Source: an optimization exercise on an open RTL-to-GDS flow (aim: small area, a short achievable clock period and few clock cycles). Production flows keep margins and buffers that such runs may drop. At most, simulation tests tie the RTL to the original design; equivalence was not proved. Power is estimated from default activity; no workload was simulated.

## the reference run
## lc4_core
module lc4_core (
  input  wire        gwe,
  input  wire        i_rst_n,
  input  wire [15:0] i_imem_data,
  output wire [15:0] o_imem_addr,
  output wire        o_retire_valid,
  output wire [15:0] o_retire_pc,
  output wire [15:0] o_retire_insn,
  output wire        o_retire_regfile_we,
  output wire [2:0]  o_retire_wsel,
  output wire [15:0] o_retire_result,
  output wire        o_retire_nzp_we,
  output wire [2:0]  o_retire_nzp
);
==> module lc4_core, before the edit <==
module lc4_core (
  input  wire        gwe,
  input  wire        i_rst_n,
  input  wire [15:0] i_imem_data,
  output wire [15:0] o_imem_addr,
  output wire        o_retire_valid,
  output wire [15:0] o_retire_pc,
  output wire [15:0] o_retire_insn,
  output wire        o_retire_regfile_we,
  output wire [2:0]  o_retire_wsel,
  output wire [15:0] o_retire_result,
  output wire        o_retire_nzp_we,
  output wire [2:0]  o_retire_nzp
);
  localparam [15:0] rst_pc = 16'h8200;
  reg  [15:0] regs [0:7];
  reg  [15:0] seq_q;
  reg  [15:0] tgt_q;
  reg         taken_q;
  reg         x_valid;
  reg  [15:0] x_insn;
  reg  [15:0] x_a;        
  reg  [15:0] x_b;        
  reg         x_sub;
  reg         r_valid;
  reg  [15:0] r_pc;
  reg  [15:0] r_insn;
  reg  [15:0] r_result;
  reg  [2:0]  nzp_q;      
  function automatic writes_f(input [15:0] w);
    writes_f = w[15:12] == 4'b1001 || w[15:12] == 4'b0101 ||
               (w[15:12] == 4'b0001 && (w[5] || !w[3]));
  endfunction
  function automatic [2:0] nzp_f(input [15:0] v);
    nzp_f = v[15] ? 3'b100 : (v == 16'd0) ? 3'b010 : 3'b001;
  endfunction
  wire       r_writes = r_valid && writes_f(r_insn);
  wire [2:0] r_nzp    = nzp_f(r_result);
  wire [2:0] nzp_r    = r_writes ? r_nzp : nzp_q;   
  wire        x_writes = writes_f(x_insn);
  wire        x_logic  = x_insn[15:12] == 4'b0101;
  wire        x_const  = x_insn[15:12] == 4'b1001;
  wire [1:0]  x_lop    = x_insn[5] ? 2'b00 : x_insn[4:3];   
  wire [2:0]  x_cnzp   = nzp_f(x_b);                        
  wire [15:0] a = x_a;
  wire [15:0] b = x_b;
  wire [15:0] sum;
  lc4_add16 u_add (.i_a(a), .i_b(b), .i_cin(x_sub), .o_sum(sum));
  reg  [15:0] logic_v;
  reg         z_logic;
  reg         n_logic;
  always @(*) begin
    case (x_lop)
      2'b00:   begin logic_v = a & b; z_logic = ~|(a & b);   n_logic = a[15] & b[15]; end
      2'b01:   begin logic_v = ~a;    z_logic = &a;          n_logic = ~a[15];        end
      2'b10:   begin logic_v = a | b; z_logic = ~|(a | b);   n_logic = a[15] | b[15]; end
      default: begin logic_v = a ^ b; z_logic = a == b;      n_logic = a[15] ^ b[15]; end
    endcase
  end
  wire [15:0] result = x_const ? x_b : x_logic ? logic_v : sum;
  wire [15:0] p     = a ^ b;
  wire [15:0] o     = a | b;
  wire        z_add = &(p ~^ {o[14:0], x_sub});
  wire [15:0] fa   = taken_q ? tgt_q : seq_q;
  wire [15:0] insn = i_imem_data;
  wire [3:0]  op   = insn[15:12];
  wire [2:0]  m    = insn[11:9];    
  wire [15:0] imm5 = {{11{insn[4]}}, insn[4:0]};
  wire [15:0] imm9 = {{7{insn[8]}}, insn[8:0]};
  wire [2:0]  r_rd = r_insn[11:9];
  wire [2:0]  x_rd = x_insn[11:9];
  wire        x_wr = x_valid && x_writes;
  wire [15:0] rs_v = regs[insn[8:6]];
  wire [15:0] rt_v = regs[insn[2:0]];
  wire        f_sub   = op == 4'b0001 && !insn[5] && insn[4:3] == 2'b10;
  wire        f_const = op == 4'b1001;
  wire        byp_a   = x_wr && x_rd == insn[8:6];
  wire        byp_b   = x_wr && x_rd == insn[2:0] && !insn[5] && !f_const;
  wire [15:0] a_next  = byp_a ? result : rs_v;
  wire [15:0] b_next  = byp_b ? result : f_const ? imm9 : insn[5] ? imm5 : rt_v;
  wire hit_add   = sum[15] ? m[2] : z_add ? m[1] : m[0];
  wire hit_logic = n_logic ? m[2] : z_logic ? m[1] : m[0];
  wire hit_const = |(m & x_cnzp);
  wire hit_r     = |(m & nzp_r);
  wire hit_x     = x_const ? hit_const : x_logic ? hit_logic : hit_add;
  wire f_taken   = op == 4'b0000 && (x_wr ? hit_x : hit_r);
  wire [9:0]  tgt_lo = {1'b0, fa[8:0]} + {1'b0, imm9[8:0]} + 10'd1;
  wire [6:0]  hi_up, hi_dn;
  wire [15:0] fa_inc, seq_dec, hi_up16, hi_dn16;
  lc4_add16 u_inc (.i_a(fa),    .i_b(16'd0),    .i_cin(1'b1), .o_sum(fa_inc));
  lc4_add16 u_dec (.i_a(seq_q), .i_b(16'hffff), .i_cin(1'b0), .o_sum(seq_dec));
  lc4_add16 u_up  (.i_a({9'd0, fa[15:9]}), .i_b(16'd0),    .i_cin(1'b1), .o_sum(hi_up16));
  lc4_add16 u_dn  (.i_a({9'd0, fa[15:9]}), .i_b(16'hffff), .i_cin(1'b0), .o_sum(hi_dn16));
  assign hi_up = hi_up16[6:0];
  assign hi_dn = hi_dn16[6:0];
  wire [6:0]  tgt_hi = (tgt_lo[9] == insn[8]) ? fa[15:9] : tgt_lo[9] ? hi_up : hi_dn;
  assign o_imem_addr = fa;
  wire [15:0] wd = i_rst_n ? result : 16'd0;   
  integer i;
  always @(posedge gwe) begin
    for (i = 0; i < 8; i = i + 1)
      if (!i_rst_n || (x_wr && x_rd == i)) regs[i] <= wd;
  end
  always @(posedge gwe) begin
    if (!i_rst_n) begin
      seq_q   <= rst_pc;
      taken_q <= 1'b0;
      x_valid <= 1'b0;
      r_valid <= 1'b0;
      nzp_q   <= 3'b000;
    end else begin
      seq_q   <= fa_inc;
      taken_q <= f_taken;
      x_valid <= 1'b1;
      r_valid <= x_valid;
      nzp_q   <= nzp_r;
    end
  end
  always @(posedge gwe) begin
    tgt_q    <= {tgt_hi, tgt_lo[8:0]};
    x_insn   <= insn;
    x_a      <= a_next;
    x_b      <= b_next ^ {16{f_sub}};
    x_sub    <= f_sub;
    r_pc     <= seq_dec;   
    r_insn   <= x_insn;
    r_result <= result;
  end
  assign o_retire_valid      = r_valid;
  assign o_retire_pc         = r_pc;
  assign o_retire_insn       = r_insn;
  assign o_retire_regfile_we = writes_f(r_insn);
  assign o_retire_wsel       = r_insn[11:9];
  assign o_retire_result     = r_result;
  assign o_retire_nzp_we     = writes_f(r_insn);
  assign o_retire_nzp        = r_nzp;
endmodule
clock: 4.6 ns
lec_check: 0
cap_margin: 20
core_margin: 2
core_utilization: 55
cts_buf_list: sky130_fd_sc_hd__clkbuf_8 sky130_fd_sc_hd__clkbuf_16
cts_cluster_diameter: 80
cts_cluster_size: 24
setup_slack_margin: 2.0
slew_margin: 20
tns_end_percent: 0
standard.sh (not shown) runs the stock make flow with config.mk's settings and CLKGATE_MAP_FILE= SYNTH_SCRIPT=/design/flow/synth_recipe.tcl, a recipe that flattens the netlist after the stock synthesis.
==> flow/flow/run.sh <==
#!/bin/bash
# The standard layout, with buf_2 as the cell that buffers each input and output
# port (the default picks a delay cell). Everything else is the standard.sh.
set -euo pipefail
export BUFFER_PORTS_ARGS="-buffer_cell sky130_fd_sc_hd__buf_2"
bash standard.sh > standard.log 2>&1
Edits applied to the flow inputs when going from the reference run to the trial run:
diff --git a/flow/design.v b/flow/design.v
--- a/flow/design.v
+++ b/flow/design.v
@@ -102,10 +102,10 @@
   wire [15:0] imm9 = {{7{insn[8]}}, insn[8:0]};
   wire [2:0]  r_rd = r_insn[11:9];
   wire [2:0]  x_rd = x_insn[11:9];
   wire        x_wr = x_valid && x_writes;
-  wire [15:0] rs_v = regs[insn[8:6]];
-  wire [15:0] rt_v = regs[insn[2:0]];
+  wire [15:0] rs_v = (r_writes && r_rd == insn[8:6]) ? r_result : regs[insn[8:6]];
+  wire [15:0] rt_v = (r_writes && r_rd == insn[2:0]) ? r_result : regs[insn[2:0]];
   wire        f_sub   = op == 4'b0001 && !insn[5] && insn[4:3] == 2'b10;
   wire        f_const = op == 4'b1001;
   wire        byp_a   = x_wr && x_rd == insn[8:6];
   wire        byp_b   = x_wr && x_rd == insn[2:0] && !insn[5] && !f_const;
@@ -127,13 +127,13 @@
   assign hi_up = hi_up16[6:0];
   assign hi_dn = hi_dn16[6:0];
   wire [6:0]  tgt_hi = (tgt_lo[9] == insn[8]) ? fa[15:9] : tgt_lo[9] ? hi_up : hi_dn;
   assign o_imem_addr = fa;
-  wire [15:0] wd = i_rst_n ? result : 16'd0;   
+  wire [15:0] wd = i_rst_n ? r_result : 16'd0;   
   integer i;
   always @(posedge gwe) begin
     for (i = 0; i < 8; i = i + 1)
-      if (!i_rst_n || (x_wr && x_rd == i)) regs[i] <= wd;
+      if (!i_rst_n || (r_writes && r_rd == i)) regs[i] <= wd;
   end
   always @(posedge gwe) begin
     if (!i_rst_n) begin
       seq_q   <= rst_pc;
==> comparison <==
Compared with the reference run, in the trial run instance count after placement with tap cells included higher; core utilization higher; initial antenna violation count rose by 1. Layout overhead on the synthesized area sits higher in the trial run than in the reference run. The trial run against the reference run: total power consumption of the routed design now smaller, first-pass detailed-route iteration total now larger. Compared to the reference run, the trial run was floorplanned on a bigger die.
Testbench counts of the trial run, summed over its fixed seeds: cycles 24,008.
Function not checked in the reference run: the RTL went through the layout flow alone.

==> re-timing with driven ports <==
The results above use ideal ports. As a check the final layouts listed here were re-extracted and re-timed, cells and wires unchanged. Step 1 sets driving cells, clkbuf_16 on the clock port and buf_2 on the other inputs (assumed; they add their load-dependent delay and slew). Step 2, shift: input delay + t, output delay - t, t = (earliest + latest rising clock arrival at the registers) / 2. This alone moves slack from input paths to output paths. Slacks: ideal / step 1 / step 2; pairs: ideal / step 1.
| run | shift t [ns] | setup slack, ns | latest minus earliest clock arrival (ns) | cell pins on the clock port's net |
|---|---|---|---|---|
| the reference run | 0.543 | 1.822 / 1.822 / 1.334 | 0.040 / 0.039 | 1 |
| the trial run | 0.553 | 1.860 / 1.807 / 1.399 | 0.034 / 0.034 | 1 |
After both steps every run listed still meets setup and hold. For the reference run, which loses most, drivers alone change the setup slack by 0.000 ns; drivers and shift together by -0.488 ns.
